Background: an optimization exercise with open tools, aiming at small area, a short achievable clock period and few clock cycles per item. Do not read the settings as production practice. Function was checked by simulation only, so behaviour that the tests miss may differ from the original.

==> flow/design.v (excerpt) <==
module min_max_normalize_top #(
  parameter int MAX_ELEMENTS = 64
) (
  input  wire logic        clk,
  input  wire logic        rst,
  input  wire logic        push,
  output logic             full,
  input  wire logic [32:0] item,     
  output logic             empty,
  input  wire logic        pop,
  output logic [33:0]      result    
);
==> flow/config.mk <==
export PLATFORM = sky130hd
export DESIGN_NAME = min_max_normalize_top
export DESIGN_NICKNAME = min_max_normalize_top
export VERILOG_FILES = /design/flow/design.v
export SDC_FILE = /design/flow/constraint.sdc
export NUM_CORES = 4
export LEC_CHECK = 0
export CAP_MARGIN = 20
export CORE_MARGIN = 2
export CORE_UTILIZATION = 45
export CTS_CLUSTER_DIAMETER = 80
export CTS_CLUSTER_SIZE = 24
export PLACE_DENSITY = 0.6
export SETUP_SLACK_MARGIN = 5.0
export SLEW_MARGIN = 20
==> flow/constraint.sdc <==
create_clock -name core_clock -period 8.0 [get_ports {clk}]
set_input_delay 1.6000 -clock core_clock [delete_from_list [all_inputs] [get_ports {clk}]]
set_output_delay 1.6000 -clock core_clock [all_outputs]
set_load 0.01 [all_outputs]
standard.sh (not shown) runs the stock make flow with config.mk's settings and CLKGATE_MAP_FILE= SYNTH_SCRIPT=/design/flow/synth_recipe.tcl, a recipe that flattens the netlist after the stock synthesis.
==> flow/flow/run.sh <==
#!/bin/bash
# Layout flow: the standard layout (standard.sh, all of ORFS's own steps and
# scripts), except that synthesis maps the logic with a delay-targeted ABC
# script (flow/abc_speed.script) in place of ORFS's abc_speed.script.
# make's output goes to flow_make.log; ORFS keeps each tool's log under orfs/logs.
set -euo pipefail
WORK=$(cd "$(dirname "$0")/.." && pwd)
cd "$WORK"
rm -rf "$WORK/scripts_abc"
cp -r "$FLOW_HOME/scripts" "$WORK/scripts_abc"
cp "$WORK/flow/abc_speed.script" "$WORK/scripts_abc/abc_speed.script"
bash "$WORK/standard.sh" "SCRIPTS_DIR=$WORK/scripts_abc" finish > "$WORK/flow_make.log" 2>&1
==> flow/flow/abc_speed.script <==
strash
dch -f
map -D 2200
buffer -p
upsize -D 2200
The starting point passed the timing, DRC and antenna checks.
Testbench counts at the start, summed over its fixed seeds: cycles 9,932, items 9,268.
Next try:
Settings changed: CTS_CLUSTER_DIAMETER 80 to 90, CTS_CLUSTER_SIZE 24 to 28, PLACE_DENSITY 0.6 to 0.65.
Cell area went down by 1.4%.
Die area does not change.
Worst setup slack got worse by 0.015 ns.
Synthesized cell count is unchanged.
Utilization went down by 0.71 points.
First-iteration DRC count went down by 20%.
Clock skew went up by 0.029 ns.
Global-route usage went down by 2.7 points.
Fmax went down by 0.50%.
Via count went down by 5.2%.
Area after synthesis stays the same.
Next try:
Settings changed: CTS_CLUSTER_DIAMETER 90 to 80, CTS_CLUSTER_SIZE 28 to 24, PLACE_DENSITY 0.65 to 0.6, SETUP_SLACK_MARGIN 5.0 to 4.9.
Effect: Count of clock-buffer cells in the layout increases by 27. Cell area increases slightly. Register-to-register slack improved by 0.03 ns. Hold slack barely changes. Worst setup slack got worse by 0.074 ns. Die area does not change.

========
trial 4:
Another version of the RTL of min_max_normalize_top (not shown whole).
For scale: roughly 9,100 cells after synthesis, roughly 3,800 flip-flops.
Design min_max_normalize_top, start of the top module:
module min_max_normalize_top #(
  parameter int MAX_ELEMENTS = 64
) (
  input  wire logic        clk,
  input  wire logic        rst,
  input  wire logic        push,
  output logic             full,
  input  wire logic [32:0] item,     
  output logic             empty,
  input  wire logic        pop,
  output logic [33:0]      result    
);
  localparam int N = MAX_ELEMENTS + 2;
  localparam int T = N - 2;
  localparam int J = 4;
  logic        ins;
  logic [31:0] din;
  logic [31:0] tap;
  logic        at_head;
  logic        d_wr;
  logic [70:0] d_wdata;
  logic [64:0] d_cur;
  logic        d_cur_v;
  logic        en;
  logic        cons;
  logic        dpop;
  logic        is_last;
  logic [31:0] d_min;
  logic [31:0] d_spx;
  logic        d_pt;
  logic [31:0] offset;
  logic        off_co;
  assign {d_min, d_spx, d_pt} = d_cur;
  logic at_head_n;
  logic d_cur_v_n;
  logic en_n;
  logic cons_q;
  always_ff @(posedge clk) begin
    cons_q <= at_head_n && d_cur_v_n && en_n;
  end
  assign cons = cons_q;
  assign dpop = cons && is_last;
  mmn_front #(
    .N(N),
    .J(J)
  ) u_front (
    .clk(clk),
    .rst(rst),
    .push(push),
    .item(item),
    .full(full),
    .cons(cons),
    .dpop(dpop),
    .ins(ins),
    .din(din),
    .at_head(at_head),
    .at_head_n(at_head_n),
    .d_wr(d_wr),
    .d_data(d_wdata)
  );
  mmn_store #(
    .N(N),
    .T(T)
  ) u_store (
    .clk(clk),
    .ins(ins),
    .din(din),
    .tap(tap)
  );
  ...
make LEC_CHECK=0 CAP_MARGIN=20 CORE_MARGIN=2 CORE_UTILIZATION=55 CTS_CLUSTER_DIAMETER=80 CTS_CLUSTER_SIZE=24 PLACE_DENSITY=0.7 SETUP_SLACK_MARGIN=4.8 SLEW_MARGIN=20 finish   # period 8.0 ns
run.sh (not shown) runs the stock make flow with config.mk's settings and CLKGATE_MAP_FILE= SYNTH_SCRIPT=/design/flow/synth_recipe.tcl, a recipe that flattens the netlist after the stock synthesis.
Stock flow here: none of the scripts above is used.
The flow did not stop early for trial 4: all stages ran, and the layout cleared the timing, DRC and antenna checks.
Testbench counts of trial 4, summed over its fixed seeds: cycles 9,932, items 9,268.
Relative to trial 4, the following input files were edited for build 51:
# trial 4
export LEC_CHECK = 0
export CAP_MARGIN = 20
export CORE_MARGIN = 2
export CORE_UTILIZATION = 55
export CTS_CLUSTER_DIAMETER = 80
export CTS_CLUSTER_SIZE = 24
export PLACE_DENSITY = 0.7
export SETUP_SLACK_MARGIN = 4.8
export SLEW_MARGIN = 20
create_clock -name core_clock -period 8.0 [get_ports {clk}]
# build 51
export LEC_CHECK = 0
export CAP_MARGIN = 20
export CORE_MARGIN = 2
export CORE_UTILIZATION = 45
export PLACE_DENSITY = 0.6
export SETUP_SLACK_MARGIN = 4.7
export SLEW_MARGIN = 20
create_clock -name core_clock -period 8.0 [get_ports {clk}]
Results
- Build 51 against trial 4: final critical path time including I/O delays and setup fell by 0.12 ns; number of non-clock inverters in the layout closely matched the old numbers.
- For trial 4, the critical path capture point was u_back.rem[13][0]$_SDFFCE_PP0P_, unlike build 51, where it was u_back.rem[13][24]$_DFFE_PP_.

==> afterwards: timing with drivers on the ports <==
No port has a modelled driver above. Below, the same layouts with a new extraction and two added sets of constraints.
Step 1: set_driving_cell puts a clkbuf_16 on clk and a buf_2 on each other input, an assumption about the parent block.
Step 2 also shifts input and output timing later by t, the mid clock arrival at the registers, as if the neighbouring blocks saw the same clock.
Slacks: ideal / step 1 / step 2; pairs: ideal / step 1.
| run | t, ns | setup WS [ns] | worst setup path at the end | cell pins on the clock port's net |
|---|---|---|---|---|
| the first run of note 1 | 0.971 | 4.980 / 4.897 / 4.268 | input to register | 1 |
| the second run of note 1 | 0.961 | 4.964 / 4.906 / 4.216 | input to register | 1 |
| the third run of note 1 | 0.972 | 4.891 / 4.893 / 3.984 | input to register | 1 |
| trial 4 | 0.960 | 4.183 / 4.183 / 4.183 | register to register | 1 |
| build 51 | 0.994 | 4.301 / 4.301 / 4.273 | input to register | 1 |
After both steps setup and hold are still met in every run listed. For the third run of note 1, which loses most, drivers alone change the setup slack by +0.002 ns; drivers and shift together by -0.907 ns.
